This design comes from an exercise in tuning for small area, a short achievable clock period and few clock cycles per item on the open sky130 flow, not from production work.
Where RTL was checked, it was by simulation tests only, not by an equivalence proof against the original.
Only the layout flow was run in run 2; the RTL was not checked for function there.

<file path="design/flow/config.mk">
export PLATFORM = sky130hd
export DESIGN_NAME = pipelined_floating_point_multiplier
export DESIGN_NICKNAME = pipelined_floating_point_multiplier
export VERILOG_FILES = /design/flow/design.v
export SDC_FILE = /design/flow/constraint.sdc
export NUM_CORES = 4
export LEC_CHECK = 0
export CAP_MARGIN = 20
export CORE_MARGIN = 2
export CORE_UTILIZATION = 40
export SETUP_SLACK_MARGIN = 4.8
export SLEW_MARGIN = 20
export SYNTH_HIERARCHICAL = 1
</file>
<file path="design/flow/constraint.sdc">
create_clock -name core_clock -period 9.0 [get_ports {clk}]
set_input_delay 1.8000 -clock core_clock [delete_from_list [all_inputs] [get_ports {clk}]]
set_output_delay 1.8000 -clock core_clock [all_outputs]
set_load 0.01 [all_outputs]
</file>
<file path="design/flow/design.v">
module pipelined_floating_point_multiplier #(
  parameter int unsigned EXPONENT_WIDTH   = 8,
  parameter int unsigned MANTISSA_WIDTH   = 23,
  parameter int unsigned ROUND_TO_NEAREST = 1
) (
  input  logic        clk,
  input  logic        rst,
  input  logic        in_valid,
  output logic        in_ready,
  input  logic [31:0] a,
  input  logic [31:0] b,
  output logic        out_valid,
  input  logic        out_ready,
  output logic [31:0] out,
  output logic        underflow_flag,
  output logic        overflow_flag,
  output logic        invalid_operation_flag
);
  logic en;
  logic r2_v;
  fpm_rdy u_rdy_port (.v(r2_v), .ordy(out_ready), .rdy(in_ready));
  fpm_rdy u_rdy_en   (.v(r2_v), .ordy(out_ready), .rdy(en));
  logic        a_s, b_s;
  logic [7:0]  a_e, b_e;
  logic [22:0] a_m, b_m;
  assign {a_s, a_e, a_m} = a;
  assign {b_s, b_e, b_m} = b;
  logic a_e1, b_e1, a_mz, b_mz, a_ez, b_ez;
  assign a_e1 = &a_e;
  assign b_e1 = &b_e;
  assign a_mz = ~|a_m;
  assign b_mz = ~|b_m;
  assign a_ez = ~|a_e;
  assign b_ez = ~|b_e;
  logic [25:0] yy;
  logic [11:0] c_bone, c_btwo, c_bneg;
  assign yy = {1'b1, b_m, 1'b0};
  always_comb begin
    for (int k = 0; k < 12; k++) begin
      c_bone[k] = yy[2*k+1] ^ yy[2*k];
      c_btwo[k] = (yy[2*k+2] & ~yy[2*k+1] & ~yy[2*k]) | (~yy[2*k+2] & yy[2*k+1] & yy[2*k]);
      c_bneg[k] = yy[2*k+2];
    end
  end
  logic        r0_v;
  logic        r0_s;
  logic        r0_a_e1, r0_a_mz, r0_a_ez, r0_a_q, r0_b_e1, r0_b_mz, r0_b_ez, r0_b_q;
  logic [9:0]  r0_e;
  logic [22:0] r0_ma;
  logic [11:0] r0_bone, r0_btwo, r0_bneg;
  always_ff @(posedge clk or posedge rst) begin
    if (rst)     r0_v <= 1'b0;
    else if (en) r0_v <= in_valid;
  end
  always_ff @(posedge clk) begin
    if (en) begin
      r0_s    <= a_s ^ b_s;
      r0_a_e1 <= a_e1;
      r0_a_mz <= a_mz;
      r0_a_ez <= a_ez;
      r0_a_q  <= a_m[22];
      r0_b_e1 <= b_e1;
      r0_b_mz <= b_mz;
      r0_b_ez <= b_ez;
      r0_b_q  <= b_m[22];
      r0_e    <= {2'b00, a_e} + {2'b00, b_e} - 10'd127;
      r0_ma   <= a_m;
      r0_bone <= c_bone;
      r0_btwo <= c_btwo;
      r0_bneg <= c_bneg;
    end
  end
  logic [47:17] ps, pc;
  logic         pcin;
  fpm_sigmul u_mul (.x(r0_ma), .bone(r0_bone), .btwo(r0_btwo), .bneg(r0_bneg),
                    .s(ps), .c(pc), .cin(pcin));
  logic a_nan, b_nan, a_inf, b_inf;
  logic c_nan, c_inf, c_zero, c_inv;
  always_comb begin
    a_nan  = r0_a_e1 && !r0_a_mz;
    b_nan  = r0_b_e1 && !r0_b_mz;
    a_inf  = r0_a_e1 && r0_a_mz;
    b_inf  = r0_b_e1 && r0_b_mz;
    c_nan  = 1'b0;
    c_inf  = 1'b0;
    c_zero = 1'b0;
    c_inv  = 1'b0;
    if (a_nan || b_nan) begin
      c_nan = 1'b1;
      c_inv = (a_nan && !r0_a_q) || (b_nan && !r0_b_q);
    end else if ((a_inf && r0_b_ez) || (r0_a_ez && b_inf)) begin
      c_nan = 1'b1;
      c_inv = 1'b1;
    end else if (a_inf || b_inf) begin
      c_inf = 1'b1;
    end else if (r0_a_ez || r0_b_ez) begin
      c_zero = 1'b1;
    end
  end
  logic [22:0] ym;
  always_comb begin
    for (int k = 0; k < 12; k++) begin
      if (2*k+1 <= 22) ym[2*k+1] = r0_bneg[k];
      ym[2*k] = r0_bone[k] ^ ((k == 0) ? 1'b0 : r0_bneg[(k == 0) ? 0 : k-1]);
    end
  end
  logic [23:0] za, zb;
  logic        z22, z23;
  always_comb begin
    for (int i = 0; i < 24; i++) begin
      za[i] = ~|({1'b0, r0_ma} & ((24'd1 << i) - 24'd1));
      zb[i] = ~|({1'b0, ym} & ((24'd1 << i) - 24'd1));
    end
    z22 = 1'b0;
    z23 = 1'b0;
    for (int i = 0; i <= 22; i++) z22 = z22 | (za[i] & zb[22-i]);
    for (int i = 0; i <= 23; i++) z23 = z23 | (za[i] & zb[23-i]);
  end
  logic signed [9:0] e1;
  assign e1 = r0_e;
  logic        r1_s, r1_nan, r1_inf, r1_zero, r1_inv;
  logic [7:0]  r1_e;
  logic        r1_uf0, r1_uf1, r1_of0, r1_of1, r1_m0, r1_m1;
  logic [47:17] r1_ps, r1_pc;
  logic         r1_cin;
  logic        r1_st0, r1_st1;
  logic        r1_v;
  always_ff @(posedge clk or posedge rst) begin
    if (rst)     r1_v <= 1'b0;
    else if (en) r1_v <= r0_v;
  end
  always_ff @(posedge clk) begin
    if (en) begin
      r1_s    <= r0_s;
      r1_nan  <= c_nan;
      r1_inf  <= c_inf;
      r1_zero <= c_zero;
      r1_inv  <= c_inv;
      r1_e    <= e1[7:0];
      r1_uf0  <= e1 < 10'sd1;       
      r1_uf1  <= e1 < 10'sd0;       
      r1_of0  <= e1 >= 10'sd255;    
      r1_of1  <= e1 >= 10'sd254;    
      r1_m0   <= e1 == 10'sd254;    
      r1_m1   <= e1 == 10'sd253;    
      r1_ps   <= ps;
      r1_pc   <= pc;
      r1_cin  <= pcin;
      r1_st0  <= !z22;              
      r1_st1  <= !z23;              
    end
  end
  logic [47:17] r1_p;
  assign r1_p = r1_ps + r1_pc + 31'(r1_cin);
  logic        hi;
  logic [22:0] man_h, man_l;
  logic        rnd_h, rnd_l;
  logic [23:0] mr_h, mr_l;
  logic [22:0] man_r;
  logic        cy;
  logic        uf, of;
  logic [7:0]  e_p1, e_p2, e_out;
  always_comb begin
    hi    = r1_p[47];
    man_h = r1_p[46:24];
    man_l = r1_p[45:23];
    rnd_h = r1_p[23] && (r1_st1 || man_h[0]);
    rnd_l = r1_p[22] && (r1_st0 || man_l[0]);
    mr_h  = {1'b0, man_h} + 24'(rnd_h);
    mr_l  = {1'b0, man_l} + 24'(rnd_l);
    man_r = hi ? mr_h[22:0] : mr_l[22:0];
    cy    = hi ? mr_h[23] : mr_l[23];
    uf    = hi ? r1_uf1 : r1_uf0;
    of    = hi ? (r1_of1 || (r1_m1 && mr_h[23])) : (r1_of0 || (r1_m0 && mr_l[23]));
    e_p1  = r1_e + 8'd1;
    e_p2  = r1_e + 8'd2;
    e_out = (hi && cy) ? e_p2 : (hi || cy) ? e_p1 : r1_e;
  end
  logic [31:0] o_d;
  logic        uf_d, of_d, inv_d;
  always_comb begin
    o_d   = {r1_s, e_out, man_r};
    uf_d  = 1'b0;
    of_d  = 1'b0;
    inv_d = 1'b0;
    if (r1_nan) begin
      o_d   = 32'hFFC00000;
      inv_d = r1_inv;
    end else if (r1_inf) begin
      o_d = {r1_s, 8'hFF, 23'd0};
    end else if (r1_zero) begin
      o_d = {r1_s, 31'd0};
    end else if (uf) begin
      o_d  = {r1_s, 31'd0};
      uf_d = 1'b1;
    end else if (of) begin
      o_d  = {r1_s, 8'hFF, 23'd0};
      of_d = 1'b1;
    end
  end
  logic [31:0] r2_o;
  logic        r2_uf, r2_of, r2_inv;
  always_ff @(posedge clk or posedge rst) begin
    if (rst)     r2_v <= 1'b0;
    else if (en) r2_v <= r1_v;
  end
  always_ff @(posedge clk) begin
    if (en) begin
      r2_o   <= o_d;
      r2_uf  <= uf_d;
      r2_of  <= of_d;
      r2_inv <= inv_d;
    end
  end
  assign out                    = r2_o;
  assign underflow_flag         = r2_uf;
  assign overflow_flag          = r2_of;
  assign invalid_operation_flag = r2_inv;
  assign out_valid = r2_v;
endmodule
module fpm_rdy (
  input  logic v,
  input  logic ordy,
  output logic rdy
);
  assign rdy = !(v && !ordy);
endmodule
module fpm_sigmul (
  input  logic [22:0] x,
  input  logic [11:0] bone, btwo, bneg,
  output logic [47:17] s, c,
  output logic cin
);
  logic [23:0] xx;
  assign xx = {1'b1, x};
  logic [24:0] pp0;
  logic [24:0] pp1;
  logic [24:0] pp2;
  logic [24:0] pp3;
  logic [24:0] pp4;
  logic [24:0] pp5;
  logic [24:0] pp6;
  logic [24:0] pp7;
  logic [24:0] pp8;
  logic [24:0] pp9;
  logic [24:0] pp10;
  logic [24:0] pp11;
  always_comb begin
    pp0 = ({1'b0, xx} & {25{bone[0]}} | {xx, 1'b0} & {25{btwo[0]}}) ^ {25{bneg[0]}};
    pp1 = ({1'b0, xx} & {25{bone[1]}} | {xx, 1'b0} & {25{btwo[1]}}) ^ {25{bneg[1]}};
    pp2 = ({1'b0, xx} & {25{bone[2]}} | {xx, 1'b0} & {25{btwo[2]}}) ^ {25{bneg[2]}};
    pp3 = ({1'b0, xx} & {25{bone[3]}} | {xx, 1'b0} & {25{btwo[3]}}) ^ {25{bneg[3]}};
    pp4 = ({1'b0, xx} & {25{bone[4]}} | {xx, 1'b0} & {25{btwo[4]}}) ^ {25{bneg[4]}};
    pp5 = ({1'b0, xx} & {25{bone[5]}} | {xx, 1'b0} & {25{btwo[5]}}) ^ {25{bneg[5]}};
    pp6 = ({1'b0, xx} & {25{bone[6]}} | {xx, 1'b0} & {25{btwo[6]}}) ^ {25{bneg[6]}};
    pp7 = ({1'b0, xx} & {25{bone[7]}} | {xx, 1'b0} & {25{btwo[7]}}) ^ {25{bneg[7]}};
    pp8 = ({1'b0, xx} & {25{bone[8]}} | {xx, 1'b0} & {25{btwo[8]}}) ^ {25{bneg[8]}};
    pp9 = ({1'b0, xx} & {25{bone[9]}} | {xx, 1'b0} & {25{btwo[9]}}) ^ {25{bneg[9]}};
    pp10 = ({1'b0, xx} & {25{bone[10]}} | {xx, 1'b0} & {25{btwo[10]}}) ^ {25{bneg[10]}};
    pp11 = ({1'b0, xx} & {25{bone[11]}} | {xx, 1'b0} & {25{btwo[11]}}) ^ {25{bneg[11]}};
  end
  wire s1, c2;
  fpm_ha u_s1 (.a(bneg[8]), .b(pp0[16]), .s(s1), .c(c2));
  wire s3, c4;
  fpm_ha u_s3 (.a(pp0[17]), .b(pp1[15]), .s(s3), .c(c4));
  wire s5, c6;
  fpm_fa u_s5 (.a(bneg[9]), .b(pp0[18]), .ci(pp1[16]), .s(s5), .co(c6));
  wire s7, c8;
  fpm_ha u_s7 (.a(pp2[14]), .b(pp3[12]), .s(s7), .c(c8));
  wire s9, c10;
  fpm_fa u_s9 (.a(pp0[19]), .b(pp1[17]), .ci(pp2[15]), .s(s9), .co(c10));
  wire s11, c12;
  fpm_ha u_s11 (.a(pp3[13]), .b(pp4[11]), .s(s11), .c(c12));
  wire s13, c14;
  fpm_fa u_s13 (.a(bneg[10]), .b(pp0[20]), .ci(pp1[18]), .s(s13), .co(c14));
  wire s15, c16;
  fpm_fa u_s15 (.a(pp2[16]), .b(pp3[14]), .ci(pp4[12]), .s(s15), .co(c16));
  wire s17, c18;
  fpm_ha u_s17 (.a(pp5[10]), .b(pp6[8]), .s(s17), .c(c18));
  wire s19, c20;
  fpm_fa u_s19 (.a(pp0[21]), .b(pp1[19]), .ci(pp2[17]), .s(s19), .co(c20));
  wire s21, c22;
  fpm_fa u_s21 (.a(pp3[15]), .b(pp4[13]), .ci(pp5[11]), .s(s21), .co(c22));
  wire s23, c24;
  fpm_ha u_s23 (.a(pp6[9]), .b(pp7[7]), .s(s23), .c(c24));
  wire s25, c26;
  fpm_fa u_s25 (.a(bneg[11]), .b(pp0[22]), .ci(pp1[20]), .s(s25), .co(c26));
  wire s27, c28;
  fpm_fa u_s27 (.a(pp2[18]), .b(pp3[16]), .ci(pp4[14]), .s(s27), .co(c28));
  wire s29, c30;
  fpm_fa u_s29 (.a(pp5[12]), .b(pp6[10]), .ci(pp7[8]), .s(s29), .co(c30));
  wire s31, c32;
  fpm_ha u_s31 (.a(pp8[6]), .b(pp9[4]), .s(s31), .c(c32));
  wire s33, c34;
  fpm_fa u_s33 (.a(pp0[23]), .b(pp1[21]), .ci(pp2[19]), .s(s33), .co(c34));
  wire s35, c36;
  fpm_fa u_s35 (.a(pp3[17]), .b(pp4[15]), .ci(pp5[13]), .s(s35), .co(c36));
  wire s37, c38;
  fpm_fa u_s37 (.a(pp6[11]), .b(pp7[9]), .ci(pp8[7]), .s(s37), .co(c38));
  wire s39, c40;
  fpm_ha u_s39 (.a(pp9[5]), .b(pp10[3]), .s(s39), .c(c40));
  wire s41, c42;
  fpm_fa u_s41 (.a(x[0]), .b(pp0[24]), .ci(pp1[22]), .s(s41), .co(c42));
  wire s43, c44;
  fpm_fa u_s43 (.a(pp2[20]), .b(pp3[18]), .ci(pp4[16]), .s(s43), .co(c44));
  wire s45, c46;
  fpm_fa u_s45 (.a(pp5[14]), .b(pp6[12]), .ci(pp7[10]), .s(s45), .co(c46));
  wire s47, c48;
  fpm_fa u_s47 (.a(pp8[8]), .b(pp9[6]), .ci(pp10[4]), .s(s47), .co(c48));
  wire s49, c50;
  fpm_fa u_s49 (.a(x[1]), .b(bneg[0]), .ci(pp1[23]), .s(s49), .co(c50));
  wire s51, c52;
  fpm_fa u_s51 (.a(pp2[21]), .b(pp3[19]), .ci(pp4[17]), .s(s51), .co(c52));
  wire s53, c54;
  fpm_fa u_s53 (.a(pp5[15]), .b(pp6[13]), .ci(pp7[11]), .s(s53), .co(c54));
  wire s55, c56;
  fpm_fa u_s55 (.a(pp8[9]), .b(pp9[7]), .ci(pp10[5]), .s(s55), .co(c56));
  wire s57, c58;
  fpm_fa u_s57 (.a(x[2]), .b(bneg[0]), .ci(pp1[24]), .s(s57), .co(c58));
  wire s59, c60;
  fpm_fa u_s59 (.a(pp2[22]), .b(pp3[20]), .ci(pp4[18]), .s(s59), .co(c60));
  wire s61, c62;
  fpm_fa u_s61 (.a(pp5[16]), .b(pp6[14]), .ci(pp7[12]), .s(s61), .co(c62));
  wire s63, c64;
  fpm_fa u_s63 (.a(pp8[10]), .b(pp9[8]), .ci(pp10[6]), .s(s63), .co(c64));
  wire s65, c66;
  fpm_fa u_s65 (.a(x[3]), .b(~bneg[1]), .ci(~bneg[0]), .s(s65), .co(c66));
  wire s67, c68;
  fpm_fa u_s67 (.a(pp2[23]), .b(pp3[21]), .ci(pp4[19]), .s(s67), .co(c68));
  wire s69, c70;
  fpm_fa u_s69 (.a(pp5[17]), .b(pp6[15]), .ci(pp7[13]), .s(s69), .co(c70));
  wire s71, c72;
  fpm_fa u_s71 (.a(pp8[11]), .b(pp9[9]), .ci(pp10[7]), .s(s71), .co(c72));
  wire s73, c74;
  fpm_fa u_s73 (.a(x[4]), .b(1'b1), .ci(pp2[24]), .s(s73), .co(c74));
  wire s75, c76;
  fpm_fa u_s75 (.a(pp3[22]), .b(pp4[20]), .ci(pp5[18]), .s(s75), .co(c76));
  wire s77, c78;
  fpm_fa u_s77 (.a(pp6[16]), .b(pp7[14]), .ci(pp8[12]), .s(s77), .co(c78));
  wire s79, c80;
  fpm_ha u_s79 (.a(pp9[10]), .b(pp10[8]), .s(s79), .c(c80));
  wire s81, c82;
  fpm_fa u_s81 (.a(x[5]), .b(~bneg[2]), .ci(pp3[23]), .s(s81), .co(c82));
  wire s83, c84;
  fpm_fa u_s83 (.a(pp4[21]), .b(pp5[19]), .ci(pp6[17]), .s(s83), .co(c84));
  wire s85, c86;
  fpm_fa u_s85 (.a(pp7[15]), .b(pp8[13]), .ci(pp9[11]), .s(s85), .co(c86));
  wire s87, c88;
  fpm_fa u_s87 (.a(x[6]), .b(1'b1), .ci(pp3[24]), .s(s87), .co(c88));
  wire s89, c90;
  fpm_fa u_s89 (.a(pp4[22]), .b(pp5[20]), .ci(pp6[18]), .s(s89), .co(c90));
  wire s91, c92;
  fpm_ha u_s91 (.a(pp7[16]), .b(pp8[14]), .s(s91), .c(c92));
  wire s93, c94;
  fpm_fa u_s93 (.a(x[7]), .b(~bneg[3]), .ci(pp4[23]), .s(s93), .co(c94));
  wire s95, c96;
  fpm_fa u_s95 (.a(pp5[21]), .b(pp6[19]), .ci(pp7[17]), .s(s95), .co(c96));
  wire s97, c98;
  fpm_fa u_s97 (.a(x[8]), .b(1'b1), .ci(pp4[24]), .s(s97), .co(c98));
  wire s99, c100;
  fpm_ha u_s99 (.a(pp5[22]), .b(pp6[20]), .s(s99), .c(c100));
  wire s101, c102;
  fpm_fa u_s101 (.a(x[9]), .b(~bneg[4]), .ci(pp5[23]), .s(s101), .co(c102));
  wire s103, c104;
  fpm_ha u_s103 (.a(x[10]), .b(1'b1), .s(s103), .c(c104));
  wire s105, c106;
  fpm_ha u_s105 (.a(bneg[5]), .b(pp0[10]), .s(s105), .c(c106));
  wire s107, c108;
  fpm_ha u_s107 (.a(pp0[11]), .b(pp1[9]), .s(s107), .c(c108));
  wire s109, c110;
  fpm_fa u_s109 (.a(bneg[6]), .b(pp0[12]), .ci(pp1[10]), .s(s109), .co(c110));
  wire s111, c112;
  fpm_ha u_s111 (.a(pp2[8]), .b(pp3[6]), .s(s111), .c(c112));
  wire s113, c114;
  fpm_fa u_s113 (.a(pp0[13]), .b(pp1[11]), .ci(pp2[9]), .s(s113), .co(c114));
  wire s115, c116;
  fpm_ha u_s115 (.a(pp3[7]), .b(pp4[5]), .s(s115), .c(c116));
  wire s117, c118;
  fpm_fa u_s117 (.a(bneg[7]), .b(pp0[14]), .ci(pp1[12]), .s(s117), .co(c118));
  wire s119, c120;
  fpm_fa u_s119 (.a(pp2[10]), .b(pp3[8]), .ci(pp4[6]), .s(s119), .co(c120));
  wire s121, c122;
  fpm_ha u_s121 (.a(pp5[4]), .b(pp6[2]), .s(s121), .c(c122));
  wire s123, c124;
  fpm_fa u_s123 (.a(pp0[15]), .b(pp1[13]), .ci(pp2[11]), .s(s123), .co(c124));
  wire s125, c126;
  fpm_fa u_s125 (.a(pp3[9]), .b(pp4[7]), .ci(pp5[5]), .s(s125), .co(c126));
  wire s127, c128;
  fpm_ha u_s127 (.a(pp6[3]), .b(pp7[1]), .s(s127), .c(c128));
  wire s129, c130;
  fpm_fa u_s129 (.a(pp1[14]), .b(pp2[12]), .ci(pp3[10]), .s(s129), .co(c130));
  wire s131, c132;
  fpm_fa u_s131 (.a(pp4[8]), .b(pp5[6]), .ci(pp6[4]), .s(s131), .co(c132));
  wire s133, c134;
  fpm_fa u_s133 (.a(pp7[2]), .b(pp8[0]), .ci(s1), .s(s133), .co(c134));
  wire s135, c136;
  fpm_fa u_s135 (.a(pp2[13]), .b(pp3[11]), .ci(pp4[9]), .s(s135), .co(c136));
  wire s137, c138;
  fpm_fa u_s137 (.a(pp5[7]), .b(pp6[5]), .ci(pp7[3]), .s(s137), .co(c138));
  wire s139, c140;
  fpm_fa u_s139 (.a(pp8[1]), .b(c2), .ci(s3), .s(s139), .co(c140));
  wire s141, c142;
  fpm_fa u_s141 (.a(pp4[10]), .b(pp5[8]), .ci(pp6[6]), .s(s141), .co(c142));
  wire s143, c144;
  fpm_fa u_s143 (.a(pp7[4]), .b(pp8[2]), .ci(pp9[0]), .s(s143), .co(c144));
  wire s145, c146;
  fpm_fa u_s145 (.a(c4), .b(s7), .ci(s5), .s(s145), .co(c146));
  wire s147, c148;
  fpm_fa u_s147 (.a(pp5[9]), .b(pp6[7]), .ci(pp7[5]), .s(s147), .co(c148));
  wire s149, c150;
  fpm_fa u_s149 (.a(pp8[3]), .b(pp9[1]), .ci(c8), .s(s149), .co(c150));
  wire s151, c152;
  fpm_fa u_s151 (.a(s11), .b(c6), .ci(s9), .s(s151), .co(c152));
  wire s153, c154;
  fpm_fa u_s153 (.a(pp7[6]), .b(pp8[4]), .ci(pp9[2]), .s(s153), .co(c154));
  wire s155, c156;
  fpm_fa u_s155 (.a(pp10[0]), .b(c12), .ci(s17), .s(s155), .co(c156));
  wire s157, c158;
  fpm_fa u_s157 (.a(c10), .b(s13), .ci(s15), .s(s157), .co(c158));
  wire s159, c160;
  fpm_fa u_s159 (.a(pp8[5]), .b(pp9[3]), .ci(pp10[1]), .s(s159), .co(c160));
  wire s161, c162;
  fpm_fa u_s161 (.a(c18), .b(s23), .ci(c14), .s(s161), .co(c162));
  wire s163, c164;
  fpm_fa u_s163 (.a(c16), .b(s19), .ci(s21), .s(s163), .co(c164));
  wire s165, c166;
  fpm_fa u_s165 (.a(pp10[2]), .b(pp11[0]), .ci(c24), .s(s165), .co(c166));
  wire s167, c168;
  fpm_fa u_s167 (.a(s31), .b(c20), .ci(c22), .s(s167), .co(c168));
  wire s169, c170;
  fpm_fa u_s169 (.a(s25), .b(s27), .ci(s29), .s(s169), .co(c170));
  wire s171, c172;
  fpm_fa u_s171 (.a(pp11[1]), .b(c32), .ci(s39), .s(s171), .co(c172));
  wire s173, c174;
  fpm_fa u_s173 (.a(c26), .b(c28), .ci(c30), .s(s173), .co(c174));
  wire s175, c176;
  fpm_fa u_s175 (.a(s33), .b(s35), .ci(s37), .s(s175), .co(c176));
  wire s177, c178;
  fpm_fa u_s177 (.a(pp11[2]), .b(c40), .ci(c34), .s(s177), .co(c178));
  wire s179, c180;
  fpm_fa u_s179 (.a(c36), .b(c38), .ci(s41), .s(s179), .co(c180));
  wire s181, c182;
  fpm_fa u_s181 (.a(s43), .b(s45), .ci(s47), .s(s181), .co(c182));
  wire s183, c184;
  fpm_fa u_s183 (.a(pp11[3]), .b(s49), .ci(c42), .s(s183), .co(c184));
  wire s185, c186;
  fpm_fa u_s185 (.a(c44), .b(c46), .ci(c48), .s(s185), .co(c186));
  wire s187, c188;
  fpm_fa u_s187 (.a(s51), .b(s53), .ci(s55), .s(s187), .co(c188));
  wire s189, c190;
  fpm_fa u_s189 (.a(pp11[4]), .b(s57), .ci(c50), .s(s189), .co(c190));
  wire s191, c192;
  fpm_fa u_s191 (.a(c52), .b(c54), .ci(c56), .s(s191), .co(c192));
  wire s193, c194;
  fpm_fa u_s193 (.a(s59), .b(s61), .ci(s63), .s(s193), .co(c194));
  wire s195, c196;
  fpm_fa u_s195 (.a(pp11[5]), .b(s65), .ci(c58), .s(s195), .co(c196));
  wire s197, c198;
  fpm_fa u_s197 (.a(c60), .b(c62), .ci(c64), .s(s197), .co(c198));
  wire s199, c200;
  fpm_fa u_s199 (.a(s67), .b(s69), .ci(s71), .s(s199), .co(c200));
  wire s201, c202;
  fpm_fa u_s201 (.a(pp11[6]), .b(c66), .ci(s79), .s(s201), .co(c202));
  wire s203, c204;
  fpm_fa u_s203 (.a(s73), .b(c68), .ci(c70), .s(s203), .co(c204));
  wire s205, c206;
  fpm_fa u_s205 (.a(c72), .b(s75), .ci(s77), .s(s205), .co(c206));
  wire s207, c208;
  fpm_fa u_s207 (.a(pp10[9]), .b(pp11[7]), .ci(c80), .s(s207), .co(c208));
  wire s209, c210;
  fpm_fa u_s209 (.a(s81), .b(c74), .ci(c76), .s(s209), .co(c210));
  wire s211, c212;
  fpm_fa u_s211 (.a(c78), .b(s83), .ci(s85), .s(s211), .co(c212));
  wire s213, c214;
  fpm_fa u_s213 (.a(pp9[12]), .b(pp10[10]), .ci(pp11[8]), .s(s213), .co(c214));
  wire s215, c216;
  fpm_fa u_s215 (.a(s91), .b(s87), .ci(c82), .s(s215), .co(c216));
  wire s217, c218;
  fpm_fa u_s217 (.a(c84), .b(c86), .ci(s89), .s(s217), .co(c218));
  wire s219, c220;
  fpm_fa u_s219 (.a(pp8[15]), .b(pp9[13]), .ci(pp10[11]), .s(s219), .co(c220));
  wire s221, c222;
  fpm_fa u_s221 (.a(pp11[9]), .b(c92), .ci(s93), .s(s221), .co(c222));
  wire s223, c224;
  fpm_fa u_s223 (.a(c88), .b(c90), .ci(s95), .s(s223), .co(c224));
  wire s225, c226;
  fpm_fa u_s225 (.a(pp7[18]), .b(pp8[16]), .ci(pp9[14]), .s(s225), .co(c226));
  wire s227, c228;
  fpm_fa u_s227 (.a(pp10[12]), .b(pp11[10]), .ci(s99), .s(s227), .co(c228));
  wire s229, c230;
  fpm_fa u_s229 (.a(s97), .b(c94), .ci(c96), .s(s229), .co(c230));
  wire s231, c232;
  fpm_fa u_s231 (.a(pp6[21]), .b(pp7[19]), .ci(pp8[17]), .s(s231), .co(c232));
  wire s233, c234;
  fpm_fa u_s233 (.a(pp9[15]), .b(pp10[13]), .ci(pp11[11]), .s(s233), .co(c234));
  wire s235, c236;
  fpm_fa u_s235 (.a(c100), .b(s101), .ci(c98), .s(s235), .co(c236));
  wire s237, c238;
  fpm_fa u_s237 (.a(s103), .b(pp5[24]), .ci(pp6[22]), .s(s237), .co(c238));
  wire s239, c240;
  fpm_fa u_s239 (.a(pp7[20]), .b(pp8[18]), .ci(pp9[16]), .s(s239), .co(c240));
  wire s241, c242;
  fpm_fa u_s241 (.a(pp10[14]), .b(pp11[12]), .ci(c102), .s(s241), .co(c242));
  wire s243, c244;
  fpm_fa u_s243 (.a(x[11]), .b(c104), .ci(~bneg[5]), .s(s243), .co(c244));
  wire s245, c246;
  fpm_fa u_s245 (.a(pp6[23]), .b(pp7[21]), .ci(pp8[19]), .s(s245), .co(c246));
  wire s247, c248;
  fpm_fa u_s247 (.a(pp9[17]), .b(pp10[15]), .ci(pp11[13]), .s(s247), .co(c248));
  wire s249, c250;
  fpm_fa u_s249 (.a(x[12]), .b(1'b1), .ci(pp6[24]), .s(s249), .co(c250));
  wire s251, c252;
  fpm_fa u_s251 (.a(pp7[22]), .b(pp8[20]), .ci(pp9[18]), .s(s251), .co(c252));
  wire s253, c254;
  fpm_ha u_s253 (.a(pp10[16]), .b(pp11[14]), .s(s253), .c(c254));
  wire s255, c256;
  fpm_fa u_s255 (.a(x[13]), .b(~bneg[6]), .ci(pp7[23]), .s(s255), .co(c256));
  wire s257, c258;
  fpm_fa u_s257 (.a(pp8[21]), .b(pp9[19]), .ci(pp10[17]), .s(s257), .co(c258));
  wire s259, c260;
  fpm_fa u_s259 (.a(x[14]), .b(1'b1), .ci(pp7[24]), .s(s259), .co(c260));
  wire s261, c262;
  fpm_ha u_s261 (.a(pp8[22]), .b(pp9[20]), .s(s261), .c(c262));
  wire s263, c264;
  fpm_fa u_s263 (.a(x[15]), .b(~bneg[7]), .ci(pp8[23]), .s(s263), .co(c264));
  wire s265, c266;
  fpm_ha u_s265 (.a(x[16]), .b(1'b1), .s(s265), .c(c266));
  wire s267, c268;
  fpm_ha u_s267 (.a(bneg[3]), .b(pp0[6]), .s(s267), .c(c268));
  wire s269, c270;
  fpm_ha u_s269 (.a(pp0[7]), .b(pp1[5]), .s(s269), .c(c270));
  wire s271, c272;
  fpm_fa u_s271 (.a(bneg[4]), .b(pp0[8]), .ci(pp1[6]), .s(s271), .co(c272));
  wire s273, c274;
  fpm_ha u_s273 (.a(pp2[4]), .b(pp3[2]), .s(s273), .c(c274));
  wire s275, c276;
  fpm_fa u_s275 (.a(pp0[9]), .b(pp1[7]), .ci(pp2[5]), .s(s275), .co(c276));
  wire s277, c278;
  fpm_ha u_s277 (.a(pp3[3]), .b(pp4[1]), .s(s277), .c(c278));
  wire s279, c280;
  fpm_fa u_s279 (.a(pp1[8]), .b(pp2[6]), .ci(pp3[4]), .s(s279), .co(c280));
  wire s281, c282;
  fpm_fa u_s281 (.a(pp4[2]), .b(pp5[0]), .ci(s105), .s(s281), .co(c282));
  wire s283, c284;
  fpm_fa u_s283 (.a(pp2[7]), .b(pp3[5]), .ci(pp4[3]), .s(s283), .co(c284));
  wire s285, c286;
  fpm_fa u_s285 (.a(pp5[1]), .b(c106), .ci(s107), .s(s285), .co(c286));
  wire s287, c288;
  fpm_fa u_s287 (.a(pp4[4]), .b(pp5[2]), .ci(pp6[0]), .s(s287), .co(c288));
  wire s289, c290;
  fpm_fa u_s289 (.a(c108), .b(s111), .ci(s109), .s(s289), .co(c290));
  wire s291, c292;
  fpm_fa u_s291 (.a(pp5[3]), .b(pp6[1]), .ci(c112), .s(s291), .co(c292));
  wire s293, c294;
  fpm_fa u_s293 (.a(s115), .b(c110), .ci(s113), .s(s293), .co(c294));
  wire s295, c296;
  fpm_fa u_s295 (.a(pp7[0]), .b(c116), .ci(s121), .s(s295), .co(c296));
  wire s297, c298;
  fpm_fa u_s297 (.a(c114), .b(s117), .ci(s119), .s(s297), .co(c298));
  wire s299, c300;
  fpm_fa u_s299 (.a(c122), .b(s127), .ci(c118), .s(s299), .co(c300));
  wire s301, c302;
  fpm_fa u_s301 (.a(c120), .b(s123), .ci(s125), .s(s301), .co(c302));
  wire s303, c304;
  fpm_fa u_s303 (.a(c128), .b(c124), .ci(c126), .s(s303), .co(c304));
  wire s305, c306;
  fpm_fa u_s305 (.a(s129), .b(s131), .ci(s133), .s(s305), .co(c306));
  wire s307, c308;
  fpm_fa u_s307 (.a(c130), .b(c132), .ci(s135), .s(s307), .co(c308));
  wire s309, c310;
  fpm_fa u_s309 (.a(s137), .b(c134), .ci(s139), .s(s309), .co(c310));
  wire s311, c312;
  fpm_fa u_s311 (.a(c136), .b(c138), .ci(s141), .s(s311), .co(c312));
  wire s313, c314;
  fpm_fa u_s313 (.a(s143), .b(c140), .ci(s145), .s(s313), .co(c314));
  wire s315, c316;
  fpm_fa u_s315 (.a(c142), .b(c144), .ci(s147), .s(s315), .co(c316));
  wire s317, c318;
  fpm_fa u_s317 (.a(s149), .b(c146), .ci(s151), .s(s317), .co(c318));
  wire s319, c320;
  fpm_fa u_s319 (.a(c148), .b(s153), .ci(c150), .s(s319), .co(c320));
  wire s321, c322;
  fpm_fa u_s321 (.a(s155), .b(c152), .ci(s157), .s(s321), .co(c322));
  wire s323, c324;
  fpm_fa u_s323 (.a(c154), .b(s159), .ci(c156), .s(s323), .co(c324));
  wire s325, c326;
  fpm_fa u_s325 (.a(s161), .b(c158), .ci(s163), .s(s325), .co(c326));
  wire s327, c328;
  fpm_fa u_s327 (.a(c160), .b(s165), .ci(c162), .s(s327), .co(c328));
  wire s329, c330;
  fpm_fa u_s329 (.a(c164), .b(s167), .ci(s169), .s(s329), .co(c330));
  wire s331, c332;
  fpm_fa u_s331 (.a(c166), .b(s171), .ci(c168), .s(s331), .co(c332));
  wire s333, c334;
  fpm_fa u_s333 (.a(c170), .b(s173), .ci(s175), .s(s333), .co(c334));
  wire s335, c336;
  fpm_fa u_s335 (.a(c172), .b(s177), .ci(c174), .s(s335), .co(c336));
  wire s337, c338;
  fpm_fa u_s337 (.a(c176), .b(s179), .ci(s181), .s(s337), .co(c338));
  wire s339, c340;
  fpm_fa u_s339 (.a(c178), .b(s183), .ci(c180), .s(s339), .co(c340));
  wire s341, c342;
  fpm_fa u_s341 (.a(c182), .b(s185), .ci(s187), .s(s341), .co(c342));
  wire s343, c344;
  fpm_fa u_s343 (.a(c184), .b(c186), .ci(s189), .s(s343), .co(c344));
  wire s345, c346;
  fpm_fa u_s345 (.a(c188), .b(s191), .ci(s193), .s(s345), .co(c346));
  wire s347, c348;
  fpm_fa u_s347 (.a(s195), .b(c190), .ci(c192), .s(s347), .co(c348));
  wire s349, c350;
  fpm_fa u_s349 (.a(c194), .b(s197), .ci(s199), .s(s349), .co(c350));
  wire s351, c352;
  fpm_fa u_s351 (.a(s201), .b(c196), .ci(c198), .s(s351), .co(c352));
  wire s353, c354;
  fpm_fa u_s353 (.a(c200), .b(s203), .ci(s205), .s(s353), .co(c354));
  wire s355, c356;
  fpm_fa u_s355 (.a(s207), .b(c202), .ci(c204), .s(s355), .co(c356));
  wire s357, c358;
  fpm_fa u_s357 (.a(c206), .b(s209), .ci(s211), .s(s357), .co(c358));
  wire s359, c360;
  fpm_fa u_s359 (.a(s213), .b(c208), .ci(c210), .s(s359), .co(c360));
  wire s361, c362;
  fpm_fa u_s361 (.a(s215), .b(c212), .ci(s217), .s(s361), .co(c362));
  wire s363, c364;
  fpm_fa u_s363 (.a(c214), .b(s219), .ci(s221), .s(s363), .co(c364));
  wire s365, c366;
  fpm_fa u_s365 (.a(c216), .b(c218), .ci(s223), .s(s365), .co(c366));
  wire s367, c368;
  fpm_fa u_s367 (.a(c220), .b(s225), .ci(s227), .s(s367), .co(c368));
  wire s369, c370;
  fpm_fa u_s369 (.a(c222), .b(c224), .ci(s229), .s(s369), .co(c370));
  wire s371, c372;
  fpm_fa u_s371 (.a(c226), .b(s231), .ci(s233), .s(s371), .co(c372));
  wire s373, c374;
  fpm_fa u_s373 (.a(c228), .b(c230), .ci(s235), .s(s373), .co(c374));
  wire s375, c376;
  fpm_fa u_s375 (.a(c232), .b(c234), .ci(s237), .s(s375), .co(c376));
  wire s377, c378;
  fpm_fa u_s377 (.a(s239), .b(s241), .ci(c236), .s(s377), .co(c378));
  wire s379, c380;
  fpm_fa u_s379 (.a(s243), .b(c238), .ci(c240), .s(s379), .co(c380));
  wire s381, c382;
  fpm_fa u_s381 (.a(s245), .b(s247), .ci(c242), .s(s381), .co(c382));
  wire s383, c384;
  fpm_fa u_s383 (.a(c244), .b(s253), .ci(s249), .s(s383), .co(c384));
  wire s385, c386;
  fpm_fa u_s385 (.a(c246), .b(c248), .ci(s251), .s(s385), .co(c386));
  wire s387, c388;
  fpm_fa u_s387 (.a(pp11[15]), .b(c254), .ci(s255), .s(s387), .co(c388));
  wire s389, c390;
  fpm_fa u_s389 (.a(c250), .b(c252), .ci(s257), .s(s389), .co(c390));
  wire s391, c392;
  fpm_fa u_s391 (.a(pp10[18]), .b(pp11[16]), .ci(s261), .s(s391), .co(c392));
  wire s393, c394;
  fpm_fa u_s393 (.a(s259), .b(c256), .ci(c258), .s(s393), .co(c394));
  wire s395, c396;
  fpm_fa u_s395 (.a(pp9[21]), .b(pp10[19]), .ci(pp11[17]), .s(s395), .co(c396));
  wire s397, c398;
  fpm_fa u_s397 (.a(c262), .b(s263), .ci(c260), .s(s397), .co(c398));
  wire s399, c400;
  fpm_fa u_s399 (.a(s265), .b(pp8[24]), .ci(pp9[22]), .s(s399), .co(c400));
  wire s401, c402;
  fpm_fa u_s401 (.a(pp10[20]), .b(pp11[18]), .ci(c264), .s(s401), .co(c402));
  wire s403, c404;
  fpm_fa u_s403 (.a(x[17]), .b(c266), .ci(~bneg[8]), .s(s403), .co(c404));
  wire s405, c406;
  fpm_fa u_s405 (.a(pp9[23]), .b(pp10[21]), .ci(pp11[19]), .s(s405), .co(c406));
  wire s407, c408;
  fpm_fa u_s407 (.a(x[18]), .b(1'b1), .ci(pp9[24]), .s(s407), .co(c408));
  wire s409, c410;
  fpm_ha u_s409 (.a(pp10[22]), .b(pp11[20]), .s(s409), .c(c410));
  wire s411, c412;
  fpm_fa u_s411 (.a(x[19]), .b(~bneg[9]), .ci(pp10[23]), .s(s411), .co(c412));
  wire s413, c414;
  fpm_ha u_s413 (.a(x[20]), .b(1'b1), .s(s413), .c(c414));
  wire s415, c416;
  fpm_ha u_s415 (.a(bneg[2]), .b(pp0[4]), .s(s415), .c(c416));
  wire s417, c418;
  fpm_ha u_s417 (.a(pp0[5]), .b(pp1[3]), .s(s417), .c(c418));
  wire s419, c420;
  fpm_fa u_s419 (.a(pp1[4]), .b(pp2[2]), .ci(pp3[0]), .s(s419), .co(c420));
  wire s421, c422;
  fpm_fa u_s421 (.a(pp2[3]), .b(pp3[1]), .ci(c268), .s(s421), .co(c422));
  wire s423, c424;
  fpm_fa u_s423 (.a(pp4[0]), .b(c270), .ci(s273), .s(s423), .co(c424));
  wire s425, c426;
  fpm_fa u_s425 (.a(c274), .b(s277), .ci(c272), .s(s425), .co(c426));
  wire s427, c428;
  fpm_fa u_s427 (.a(c278), .b(c276), .ci(s279), .s(s427), .co(c428));
  wire s429, c430;
  fpm_fa u_s429 (.a(c280), .b(s283), .ci(c282), .s(s429), .co(c430));
  wire s431, c432;
  fpm_fa u_s431 (.a(c284), .b(s287), .ci(c286), .s(s431), .co(c432));
  wire s433, c434;
  fpm_fa u_s433 (.a(c288), .b(s291), .ci(c290), .s(s433), .co(c434));
  wire s435, c436;
  fpm_fa u_s435 (.a(c292), .b(s295), .ci(c294), .s(s435), .co(c436));
  wire s437, c438;
  fpm_fa u_s437 (.a(c296), .b(s299), .ci(c298), .s(s437), .co(c438));
  wire s439, c440;
  fpm_fa u_s439 (.a(c300), .b(c302), .ci(s303), .s(s439), .co(c440));
  wire s441, c442;
  fpm_fa u_s441 (.a(c304), .b(s307), .ci(c306), .s(s441), .co(c442));
  wire s443, c444;
  fpm_fa u_s443 (.a(c308), .b(s311), .ci(c310), .s(s443), .co(c444));
  wire s445, c446;
  fpm_fa u_s445 (.a(c312), .b(s315), .ci(c314), .s(s445), .co(c446));
  wire s447, c448;
  fpm_fa u_s447 (.a(c316), .b(s319), .ci(c318), .s(s447), .co(c448));
  wire s449, c450;
  fpm_fa u_s449 (.a(s323), .b(c320), .ci(c322), .s(s449), .co(c450));
  wire s451, c452;
  fpm_fa u_s451 (.a(c324), .b(s327), .ci(c326), .s(s451), .co(c452));
  wire s453, c454;
  fpm_fa u_s453 (.a(c328), .b(s331), .ci(c330), .s(s453), .co(c454));
  wire s455, c456;
  fpm_fa u_s455 (.a(c332), .b(s335), .ci(c334), .s(s455), .co(c456));
  wire s457, c458;
  fpm_fa u_s457 (.a(c336), .b(s339), .ci(c338), .s(s457), .co(c458));
  wire s459, c460;
  fpm_fa u_s459 (.a(c340), .b(s343), .ci(c342), .s(s459), .co(c460));
  wire s461, c462;
  fpm_fa u_s461 (.a(c344), .b(s347), .ci(c346), .s(s461), .co(c462));
  wire s463, c464;
  fpm_fa u_s463 (.a(c348), .b(s351), .ci(c350), .s(s463), .co(c464));
  wire s465, c466;
  fpm_fa u_s465 (.a(s355), .b(c352), .ci(c354), .s(s465), .co(c466));
  wire s467, c468;
  fpm_fa u_s467 (.a(s359), .b(c356), .ci(c358), .s(s467), .co(c468));
  wire s469, c470;
  fpm_fa u_s469 (.a(s363), .b(c360), .ci(c362), .s(s469), .co(c470));
  wire s471, c472;
  fpm_fa u_s471 (.a(s367), .b(c364), .ci(c366), .s(s471), .co(c472));
  wire s473, c474;
  fpm_fa u_s473 (.a(s371), .b(c368), .ci(c370), .s(s473), .co(c474));
  wire s475, c476;
  fpm_fa u_s475 (.a(c372), .b(s375), .ci(c374), .s(s475), .co(c476));
  wire s477, c478;
  fpm_fa u_s477 (.a(c376), .b(s379), .ci(s381), .s(s477), .co(c478));
  wire s479, c480;
  fpm_fa u_s479 (.a(s383), .b(c380), .ci(s385), .s(s479), .co(c480));
  wire s481, c482;
  fpm_fa u_s481 (.a(s387), .b(c384), .ci(c386), .s(s481), .co(c482));
  wire s483, c484;
  fpm_fa u_s483 (.a(s391), .b(c388), .ci(c390), .s(s483), .co(c484));
  wire s485, c486;
  fpm_fa u_s485 (.a(s395), .b(c392), .ci(c394), .s(s485), .co(c486));
  wire s487, c488;
  fpm_fa u_s487 (.a(c396), .b(s399), .ci(s401), .s(s487), .co(c488));
  wire s489, c490;
  fpm_fa u_s489 (.a(s403), .b(c400), .ci(s405), .s(s489), .co(c490));
  wire s491, c492;
  fpm_fa u_s491 (.a(c404), .b(s409), .ci(s407), .s(s491), .co(c492));
  wire s493, c494;
  fpm_fa u_s493 (.a(pp11[21]), .b(c410), .ci(s411), .s(s493), .co(c494));
  wire s495, c496;
  fpm_fa u_s495 (.a(s413), .b(pp10[24]), .ci(pp11[22]), .s(s495), .co(c496));
  wire s497, c498;
  fpm_fa u_s497 (.a(x[21]), .b(c414), .ci(~bneg[10]), .s(s497), .co(c498));
  wire s499, c500;
  fpm_ha u_s499 (.a(x[22]), .b(1'b1), .s(s499), .c(c500));
  wire s501, c502;
  fpm_ha u_s501 (.a(bneg[1]), .b(pp0[2]), .s(s501), .c(c502));
  wire s503, c504;
  fpm_ha u_s503 (.a(pp0[3]), .b(pp1[1]), .s(s503), .c(c504));
  wire s505, c506;
  fpm_fa u_s505 (.a(pp1[2]), .b(pp2[0]), .ci(s415), .s(s505), .co(c506));
  wire s507, c508;
  fpm_fa u_s507 (.a(pp2[1]), .b(c416), .ci(s417), .s(s507), .co(c508));
  wire s509, c510;
  fpm_fa u_s509 (.a(c418), .b(s267), .ci(s419), .s(s509), .co(c510));
  wire s511, c512;
  fpm_fa u_s511 (.a(s269), .b(c420), .ci(s421), .s(s511), .co(c512));
  wire s513, c514;
  fpm_fa u_s513 (.a(s271), .b(c422), .ci(s423), .s(s513), .co(c514));
  wire s515, c516;
  fpm_fa u_s515 (.a(s275), .b(c424), .ci(s425), .s(s515), .co(c516));
  wire s517, c518;
  fpm_fa u_s517 (.a(s281), .b(c426), .ci(s427), .s(s517), .co(c518));
  wire s519, c520;
  fpm_fa u_s519 (.a(s285), .b(c428), .ci(s429), .s(s519), .co(c520));
  wire s521, c522;
  fpm_fa u_s521 (.a(s289), .b(s431), .ci(c430), .s(s521), .co(c522));
  wire s523, c524;
  fpm_fa u_s523 (.a(s293), .b(c432), .ci(s433), .s(s523), .co(c524));
  wire s525, c526;
  fpm_fa u_s525 (.a(s297), .b(s435), .ci(c434), .s(s525), .co(c526));
  wire s527, c528;
  fpm_fa u_s527 (.a(s301), .b(s437), .ci(c436), .s(s527), .co(c528));
  wire s529, c530;
  fpm_fa u_s529 (.a(s305), .b(c438), .ci(s439), .s(s529), .co(c530));
  wire s531, c532;
  fpm_fa u_s531 (.a(s309), .b(c440), .ci(s441), .s(s531), .co(c532));
  wire s533, c534;
  fpm_fa u_s533 (.a(s313), .b(c442), .ci(s443), .s(s533), .co(c534));
  wire s535, c536;
  fpm_fa u_s535 (.a(s317), .b(c444), .ci(s445), .s(s535), .co(c536));
  wire s537, c538;
  fpm_fa u_s537 (.a(s321), .b(c446), .ci(s447), .s(s537), .co(c538));
  wire s539, c540;
  fpm_fa u_s539 (.a(s325), .b(c448), .ci(s449), .s(s539), .co(c540));
  wire s541, c542;
  fpm_fa u_s541 (.a(s329), .b(s451), .ci(c450), .s(s541), .co(c542));
  wire s543, c544;
  fpm_fa u_s543 (.a(s333), .b(s453), .ci(c452), .s(s543), .co(c544));
  wire s545, c546;
  fpm_fa u_s545 (.a(s337), .b(s455), .ci(c454), .s(s545), .co(c546));
  wire s547, c548;
  fpm_fa u_s547 (.a(s341), .b(c456), .ci(s457), .s(s547), .co(c548));
  wire s549, c550;
  fpm_fa u_s549 (.a(s345), .b(c458), .ci(s459), .s(s549), .co(c550));
  wire s551, c552;
  fpm_fa u_s551 (.a(s349), .b(c460), .ci(s461), .s(s551), .co(c552));
  wire s553, c554;
  fpm_fa u_s553 (.a(s353), .b(c462), .ci(s463), .s(s553), .co(c554));
  wire s555, c556;
  fpm_fa u_s555 (.a(s357), .b(s465), .ci(c464), .s(s555), .co(c556));
  wire s557, c558;
  fpm_fa u_s557 (.a(s361), .b(s467), .ci(c466), .s(s557), .co(c558));
  wire s559, c560;
  fpm_fa u_s559 (.a(s365), .b(s469), .ci(c468), .s(s559), .co(c560));
  wire s561, c562;
  fpm_fa u_s561 (.a(s369), .b(s471), .ci(c470), .s(s561), .co(c562));
  wire s563, c564;
  fpm_fa u_s563 (.a(s373), .b(s473), .ci(c472), .s(s563), .co(c564));
  wire s565, c566;
  fpm_fa u_s565 (.a(s377), .b(s475), .ci(c474), .s(s565), .co(c566));
  wire s567, c568;
  fpm_fa u_s567 (.a(c378), .b(s477), .ci(c476), .s(s567), .co(c568));
  wire s569, c570;
  fpm_fa u_s569 (.a(c382), .b(s479), .ci(c478), .s(s569), .co(c570));
  wire s571, c572;
  fpm_fa u_s571 (.a(s389), .b(s481), .ci(c480), .s(s571), .co(c572));
  wire s573, c574;
  fpm_fa u_s573 (.a(s393), .b(s483), .ci(c482), .s(s573), .co(c574));
  wire s575, c576;
  fpm_fa u_s575 (.a(s397), .b(s485), .ci(c484), .s(s575), .co(c576));
  wire s577, c578;
  fpm_fa u_s577 (.a(c398), .b(s487), .ci(c486), .s(s577), .co(c578));
  wire s579, c580;
  fpm_fa u_s579 (.a(c402), .b(s489), .ci(c488), .s(s579), .co(c580));
  wire s581, c582;
  fpm_fa u_s581 (.a(c406), .b(s491), .ci(c490), .s(s581), .co(c582));
  wire s583, c584;
  fpm_fa u_s583 (.a(c408), .b(s493), .ci(c492), .s(s583), .co(c584));
  wire s585, c586;
  fpm_fa u_s585 (.a(c412), .b(s495), .ci(c494), .s(s585), .co(c586));
  wire s587, c588;
  fpm_fa u_s587 (.a(pp11[23]), .b(s497), .ci(c496), .s(s587), .co(c588));
  wire s589, c590;
  fpm_fa u_s589 (.a(s499), .b(pp11[24]), .ci(c498), .s(s589), .co(c590));
  wire s591, c592;
  fpm_fa u_s591 (.a(1'b1), .b(c500), .ci(~bneg[11]), .s(s591), .co(c592));
  logic [47:0] r0, r1;
  logic [17:0] lsum;
  assign r0 = {c590, c588, c586, c584, c582, c580, c578, c576, c574, c572, c570, c568, c566, c564, c562, c560, c558, c556, c554, c552, c550, c548, c546, c544, c542, c540, c538, c536, c534, c532, c530, c528, c526, c524, c522, c520, c518, c516, c514, c512, c510, c508, c506, c504, c502, s501, pp0[1], bneg[0]};
  assign r1 = {s591, s589, s587, s585, s583, s581, s579, s577, s575, s573, s571, s569, s567, s565, s563, s561, s559, s557, s555, s553, s551, s549, s547, s545, s543, s541, s539, s537, s535, s533, s531, s529, s527, s525, s523, s521, s519, s517, s515, s513, s511, s509, s507, s505, s503, pp1[0], 1'b0, pp0[0]};
  assign lsum = {1'b0, r0[16:0]} + {1'b0, r1[16:0]};
  assign cin = lsum[17];
  assign s = r0[47:17];
  assign c = r1[47:17];
endmodule
module fpm_fa (
  input  logic a, b, ci,
  output logic s, co
);
  assign s  = a ^ b ^ ci;
  assign co = (a & b) | (a & ci) | (b & ci);
endmodule
module fpm_ha (
  input  logic a, b,
  output logic s, c
);
  assign s = a ^ b;
  assign c = a & b;
endmodule
</file>
<file path="design/flow/flow/run.sh">
#!/bin/bash
# Standard layout, with the port buffers as buf_4 cells instead of the
# default choice. Each tool's output goes to a log file in this folder.
set -e

export BUFFER_PORTS_ARGS="-buffer_cell sky130_fd_sc_hd__buf_4"
bash standard.sh > standard.log 2>&1
</file>
<file path="design/flow/standard.sh">
#!/bin/bash
# synth_recipe.tcl (not shown) runs the flow's synth.tcl, then flattens the netlist and writes it again
# the make line also repeats each setting of config.mk as NAME=value (left out here)
make -C /OpenROAD-flow-scripts/flow DESIGN_CONFIG=/design/flow/config.mk WORK_HOME=/design/flow/orfs CLKGATE_MAP_FILE= SYNTH_SCRIPT=/design/flow/synth_recipe.tcl "${@:-finish}"
</file>
==> run notes, run 1 <==
Fin Clk Skew 0.0225 ns; Yosys reg bits 198; Root Buffer clkbuf_16; initial antenna violation count 2; ratio of final minimum period to clock period 0.457; worst setup path category reg2reg; cts hold-fix bufs 0; Worst-path clk slew 0.10 ns; worst slew pin tran 1.27 ns; Hold Vio Cnt, Final 0; synth top area cells edfxtp_1, fa_1, xnor2_1, a22oi_1, ha_1; min Tclk post-route a little over 4 ns; Post-DP HPWL ~43 mm; critical path launch point type flop; Die ar. 59600 um^2; # rows 88; DR WL/cell 23.0 um; vias per inst 6.02; commonest non-fill, non-tap cells in the layout xnor2_1, fa_1, a22oi_1; DRT Pass-1 Iters 6; layout cell share with drive strength beyond 1 0.165; DR iter-0 viols 1778; Final nets ~2600; outcome no timing/DRC/antenna violations; Inserted Diodes 0; number of synthesized flops with an enable pin 195; worst-path maximum fanout 10; final core occ 0.451; Reg area between 5000 and 6000 um^2; vias in the first global route 17797; Placer Congestion between 0.9 and 1; Core Box Area 57400 um^2; synth warn 8; pin count of the biggest net entering global routing 135; H-tree depth 4; Hold Path Depth 0; Mapped Area about 23000 um^2; area added between synthesis and finish 12.0%; initial core utilization 0.402; endpoint type of the worst setup path flop; worst rel slew slack 0.152; cts bufs inserted 17; final wirelength between 60 and 70 mm; Fmax 243 MHz; Synth Area per Inst approximately 11 um^2; Data arrival, critical path around 4.4 ns; sequential-to-total area share from yosys stat 0.257; post-synthesis async set-or-reset flop share 0.0152; Reg2Reg Depth 12; IO Pins 105; Longest Clk Path Bufs 2; Distinct cells, synth 91; most common cell after layout, fill and taps aside xnor2_1; post-synth top area cell edfxtp_1; Critical Path RT 9.27 ns; post-route ant nets 0; Setup TNS 0 ns; CTS sink cnt 198; CTS tree built; share of the synthesized area in the top cell type 0.254; port bufs 104; Synth Instances roughly 2100; Multi-input gate area 16300 um^2; Final setup violation count 0; fin. max-slew vios 0; first-pass GRT wire length 104 mm; Die Wd 244 um; RSZ-0062 raised after global routing yes; Hold WC Path Type reg2reg; ys flop type edfxtp_1; Residual DRC 0; overall routing resource usage 0.226; fillers 5274; routed vias 17705; die height 244 um; clk latency of the worst-skew pair 0.51 ns; max-cap violation count 0; GRT overflow 0
## critical path, stage by stage (launching register included)
cell and delay [ns]:
edfxtp_1 0.48, buf_6 0.18, buf_6 0.15, a22oi_2 0.23
xnor2_2 0.10, fa_2 0.41, fa_1 0.46, fa_1 0.52
fa_2 0.65, ha_4 0.21, nand4_1 0.09, a21oi_1 0.05
a221o_1 0.33
## final timing paths
path,from,end,slack [ns]
max,r0_ma[8],r1_cin,4.89
min,r0_s,r1_s,0.43
max reg2reg,r0_ma[8],r1_cin,4.89
min reg2reg,r0_s,r1_s,0.43
max in group asynchronous,rst,r2_v,7.72
min in group asynchronous,rst,r0_v,1.15
## cell families after synthesis
family                   after synthesis  share of synthesized area
other                                  2                   0.000325
AO/OA/AOI/OAI                        562                      0.175
buffers and inverters                254                     0.0540
XOR/XNOR                             360                      0.138
AND/OR/NAND/NOR                      386                     0.0893
flip-flops                           198                      0.257
multiplexers                           6                    0.00277
adder cells (fa/ha/maj)              364                      0.284
## state kept, by name, summed over array words and instances (netlist names), 8 cells and up
register  count
r0_btwo      12
r0_bone      12
r1_e          8
r0_bneg      11
r0_ma        23
r1_ps        31
r0_e         10
r1_pc        31
r2_o         32
## Yosys stat by module, one instance, submodules excluded
module	cells inside	cell area, um^2	flops+latches	copies in the design
fpm_sigmul	827	6050	0	1
pipelined_floating_point_multiplier	1007	11300	198	1
fpm_rdy	1	6.26	0	2
fpm_ha	1	12.5	0	32
fpm_fa	1	20.0	0	264
## layout make-up
cell class | count | area share
inverter | 34 | 0.00494
tap | 765 | 0.0370
multi-input combinational | 1692 | 0.631
sequential | 198 | 0.229
clock buffer | 17 | 0.0165
timing repair buffer | 220 | 0.0746
clock inverter | 15 | 0.00668
## layer usage
metal	part of all wire	track usage
met1	0.43	0.308
met3	0.099	0.0633
met4	0.029	0.0777
met2	0.44	0.344
met5	0	0
## cells in the mapped netlist, drive strengths merged, types with 15 or more instances
cell,count
nand2,94
nor4,22
o21ai,58
xor2,42
nor3,26
inv,34
a21oi,90
nand2b,21
edfxtp,195
fa,265
a22oi,265
o211ai,15
nand4,21
buf,102
clkbuf,118
a211oi,30
nand3,25
nor2,88
xnor2,318
ha,99
a21o,16
## metrics by stage
step / instance area, um^2 / setup slack, ns / hold WS, ns / std cells
after detailed placement: 24100 / 4.20 / 0.410 / 2836
final: 25800 / 4.89 / 0.427 / 2941
after global placement: 24100 / 4.31 / 0.406 / 2834
after global routing: 25800 / 4.78 / 0.444 / 2941
after floorplan: 23100 / 4.80 / 0.400 / 2143
after CTS: 25200 / 4.74 / 0.430 / 2910
## repair_timing
item / CTS / global route
gates resized for setup: 11 / 81
cloned: 1 / 2
pin swaps: 1 / 34
setup endpoints to repair: 49 / 39
setup buffers: 41 / 29
Testbench counts, summed over its fixed seeds: cycles 12,024, items 12,000.
==> inputs of run 2 (changes only) <==
--- a/design/flow/design.v
+++ b/design/flow/design.v
@@ -25,11 +25,9 @@
   logic [22:0] a_m, b_m;
   assign {a_s, a_e, a_m} = a;
   assign {b_s, b_e, b_m} = b;
-  logic a_e1, b_e1, a_mz, b_mz, a_ez, b_ez;
+  logic a_e1, b_e1, a_ez, b_ez;
   assign a_e1 = &a_e;
   assign b_e1 = &b_e;
-  assign a_mz = ~|a_m;
-  assign b_mz = ~|b_m;
   assign a_ez = ~|a_e;
   assign b_ez = ~|b_e;
   logic [25:0] yy;
@@ -44,8 +42,8 @@
   end
   logic        r0_v;
   logic        r0_s;
-  logic        r0_a_e1, r0_a_mz, r0_a_ez, r0_a_q, r0_b_e1, r0_b_mz, r0_b_ez, r0_b_q;
-  logic [9:0]  r0_e;
+  logic        r0_a_e1, r0_a_ez, r0_b_e1, r0_b_ez;
+  logic [8:0]  r0_es;
   logic [22:0] r0_ma;
   logic [11:0] r0_bone, r0_btwo, r0_bneg;
   always_ff @(posedge clk or posedge rst) begin
@@ -56,14 +54,10 @@
     if (en) begin
       r0_s    <= a_s ^ b_s;
       r0_a_e1 <= a_e1;
-      r0_a_mz <= a_mz;
       r0_a_ez <= a_ez;
-      r0_a_q  <= a_m[22];
       r0_b_e1 <= b_e1;
-      r0_b_mz <= b_mz;
       r0_b_ez <= b_ez;
-      r0_b_q  <= b_m[22];
-      r0_e    <= {2'b00, a_e} + {2'b00, b_e} - 10'd127;
+      r0_es   <= {1'b0, a_e} + {1'b0, b_e};
       r0_ma   <= a_m;
       r0_bone <= c_bone;
       r0_btwo <= c_btwo;
@@ -74,29 +68,6 @@
   logic         pcin;
   fpm_sigmul u_mul (.x(r0_ma), .bone(r0_bone), .btwo(r0_btwo), .bneg(r0_bneg),
                     .s(ps), .c(pc), .cin(pcin));
-  logic a_nan, b_nan, a_inf, b_inf;
-  logic c_nan, c_inf, c_zero, c_inv;
-  always_comb begin
-    a_nan  = r0_a_e1 && !r0_a_mz;
-    b_nan  = r0_b_e1 && !r0_b_mz;
-    a_inf  = r0_a_e1 && r0_a_mz;
-    b_inf  = r0_b_e1 && r0_b_mz;
-    c_nan  = 1'b0;
-    c_inf  = 1'b0;
-    c_zero = 1'b0;
-    c_inv  = 1'b0;
-    if (a_nan || b_nan) begin
-      c_nan = 1'b1;
-      c_inv = (a_nan && !r0_a_q) || (b_nan && !r0_b_q);
-    end else if ((a_inf && r0_b_ez) || (r0_a_ez && b_inf)) begin
-      c_nan = 1'b1;
-      c_inv = 1'b1;
-    end else if (a_inf || b_inf) begin
-      c_inf = 1'b1;
-    end else if (r0_a_ez || r0_b_ez) begin
-      c_zero = 1'b1;
-    end
-  end
   logic [22:0] ym;
   always_comb begin
     for (int k = 0; k < 12; k++) begin
@@ -116,8 +87,34 @@
     for (int i = 0; i <= 22; i++) z22 = z22 | (za[i] & zb[22-i]);
     for (int i = 0; i <= 23; i++) z23 = z23 | (za[i] & zb[23-i]);
   end
+  logic a_nan, b_nan, a_inf, b_inf;
+  logic c_nan, c_inf, c_zero, c_inv;
+  logic a_mz, b_mz;
+  always_comb begin
+    a_mz   = ~|r0_ma;
+    b_mz   = ~|ym;
+    a_nan  = r0_a_e1 && !a_mz;
+    b_nan  = r0_b_e1 && !b_mz;
+    a_inf  = r0_a_e1 && a_mz;
+    b_inf  = r0_b_e1 && b_mz;
+    c_nan  = 1'b0;
+    c_inf  = 1'b0;
+    c_zero = 1'b0;
+    c_inv  = 1'b0;
+    if (a_nan || b_nan) begin
+      c_nan = 1'b1;
+      c_inv = (a_nan && !r0_ma[22]) || (b_nan && !ym[22]);
+    end else if ((a_inf && r0_b_ez) || (r0_a_ez && b_inf)) begin
+      c_nan = 1'b1;
+      c_inv = 1'b1;
+    end else if (a_inf || b_inf) begin
+      c_inf = 1'b1;
+    end else if (r0_a_ez || r0_b_ez) begin
+      c_zero = 1'b1;
+    end
+  end
   logic signed [9:0] e1;
-  assign e1 = r0_e;
+  assign e1 = {1'b0, r0_es} - 10'd127;
   logic        r1_s, r1_nan, r1_inf, r1_zero, r1_inv;
   logic [7:0]  r1_e;
   logic        r1_uf0, r1_uf1, r1_of0, r1_of1, r1_m0, r1_m1;
==> design/flow/flow/run.sh (replaced) <==
#!/bin/bash
# Standard layout, with the port buffers as buf_2 cells instead of the
# default choice. Each tool's output goes to a log file in this folder.
set -e

export BUFFER_PORTS_ARGS="-buffer_cell sky130_fd_sc_hd__buf_2"
bash standard.sh > standard.log 2>&1
==> run 2 against run 1 <==
  * Non-clock buffer count rose by 25
  * Register-to-register slack got worse by 0.03 ns
  * Fmax fell by 0.76%
  * Sequential share of layout area barely moved
  * Cell count did not move
  * Via count fell by 2.5%
  * Utilization barely moved
  * First-iteration DRC count rose by 7.4%
  * Routed wire length fell by 1.7%
==> run notes, run 2 <==
worst-path cell chain buf_4 -> a22oi_2 -> xnor2_1 -> fa_1 -> fa_1 -> fa_1 -> fa_1 -> ha_1 -> a21o_1 -> a21o_1 -> a221o_1 (was buf_6 -> buf_6 -> a22oi_2 -> xnor2_2 -> fa_2 -> fa_1 -> fa_1 -> fa_2 -> ha_4 -> nand4_1 -> a21oi_1 -> a221o_1); Residual DRC 0 (unchanged); initial antenna violation count 1 (was 2); Fmax 241 MHz (was 243 MHz); fillers 5250 (was 5274); routed vias 17269 (was 17705); reg-to-reg critical path startpoint r0_bone[1] (was r0_ma[8]); RSZ-0062 raised after global routing yes (unchanged); post-synth top area cell edfxtp_1 (unchanged); Yosys reg bits 194 (was 198); worst-path maximum fanout 5 (was 10); Final nets 2601 (was 2595); hold_ws 0.431 ns (was 0.427 ns); Mapped Area 22700 um^2 (was 23100 um^2); Worst R2R Setup Slack 4.86 ns (was 4.89 ns); Synth Area per Inst 10.8 um^2 (about the same); largest delay contributor family on the critical path adder cells (unchanged); most common cell after layout, fill and taps aside xnor2_1 (unchanged); vias in the first global route 17465 (was 17797); Inst Count DP 2807 (was 2836); vias per inst 5.87 (was 6.02); Hold WC Path Type reg2reg (unchanged); first-pass GRT wire length 102 mm (was 104 mm); cts bufs inserted 17 (unchanged); outcome no timing/DRC/antenna violations (unchanged); final wirelength 66.4 mm (was 67.6 mm); Synth Instances 2111 (was 2132); Root Buffer clkbuf_16 (unchanged); Fin Clk Skew 0.0285 ns (was 0.0225 ns); die height 242 um (was 244 um); Worst-path clk slew 0.09 ns (was 0.10 ns); Placer Congestion 0.851 (was 0.911); H-tree depth 4 (unchanged); post-synthesis async set-or-reset flop share 0.0155 (was 0.0152); biggest regs r2_o x32, r1_pc x31, r1_ps x31 (unchanged); critical path launch point type flop (unchanged); worst setup path category reg2reg (unchanged); Setup TNS 0 ns (unchanged); overall routing resource usage 0.225 (was 0.226); synth warn 8 (unchanged); # rows 87 (was 88); Reg2Reg Depth 11 (was 12); Final setup violation count 0 (unchanged); cts hold-fix bufs 0 (unchanged)
==> run 2: layout make-up <==
cell class                 count  area [um^2]  area share
clock inverter                15          184     0.00726
sequential                   194         5810       0.229
multi-input combinational   1673        16000       0.633
clock buffer                  17          425      0.0168
timing repair buffer         245         1790      0.0705
inverter                      41          154     0.00607
tap                          756          946      0.0373
==> run 2: metal layers <==
metal	share of wire	vias to the layer above	global-route usage	routed length [um]
met3	0.090	130	0.0521	5980
met4	0.030	0	0.0763	1960
met2	0.45	891	0.348	29900
met1	0.43	8571	0.311	28600
met5	0	-	0	0
li1	-	7677	-	-
==> run 2: per-module statistics from Yosys, one instance, submodules excluded <==
module                               cells  flops+latches
fpm_rdy                                  1              0
fpm_sigmul                             827              0
fpm_ha                                   1              0
pipelined_floating_point_multiplier    986            194
fpm_fa                                   1              0
==> run 2: cells by family after synthesis <==
family | after synthesis | synth area share
other | 2 | 0.000331
buffers and inverters | 258 | 0.0557
DFF | 194 | 0.256
AOI/OAI and AO/OA | 520 | 0.161
xor gates and xnor gates | 377 | 0.145
and+or+nand+nor | 389 | 0.0903
adders and majority gates | 361 | 0.287
muxes | 10 | 0.00463
==> run 2: worst max-delay path by stage <==
stage,start,end,slack (ns),cells after the start
after floorplan,r0_bneg[0],r1_cin,4.80,12
after global placement,r0_bone[0],r1_cin,4.21,11
after detailed placement,r0_ma[8],r1_cin,4.13,11
after CTS,r0_ma[12],r1_cin,4.75,11
after global routing,r1_ps[36],r2_o[18],4.74,13
final,r0_bone[1],r1_cin,4.86,11
==> run 2: worst register-to-register path, delay by kind of cell (launching register included) <==
| kind | cells | cell delay (ns) |
|---|---|---|
| adders and majority gates | 5 | 2.21 |
| AOI/OAI and AO/OA | 4 | 0.80 |
| DFF | 1 | 0.51 |
| buffers and inverters | 1 | 0.22 |
| xor gates and xnor gates | 1 | 0.16 |
==> run 2: what timing repair did <==
item,CTS,global route
endpoints found under the setup margin,47,34
setup buffers,74,23
gates cloned,1,4
pin swaps,3,25
resized for setup,20,62
hold endpoints to repair,0,0
==> run 2: metrics by stage <==
stage	instance area [um^2]
global placement	23400
CTS	24800
detailed placement	23500
floorplan	22800
global route	25300
finish	25300

## afterwards: timing with drivers on the ports
How much do the figures lean on ideal ports? The routed layouts below were timed once more, with nothing changed but the port constraints. Step 1 sets driving cells, clkbuf_16 on the clock port and buf_2 on the other inputs (assumed; they add their load-dependent delay and slew). Step 2 also shifts input and output timing later by t, the mid clock arrival at the registers, as if the neighbouring blocks saw the same clock. a / b / c = ideal ports / drivers / drivers and shift; a / b = the first two.
run | t (ns) | slack for setup (ns) | worst slew at a driven data input, ns | pins driven straight from the clock port
run 1 | 0.556 | 4.889 / 4.889 / 4.889 | 0.04 | 1
run 2 | 0.555 | 4.857 / 4.857 / 4.857 | 0.04 | 1
After both steps every run listed still meets setup and hold.
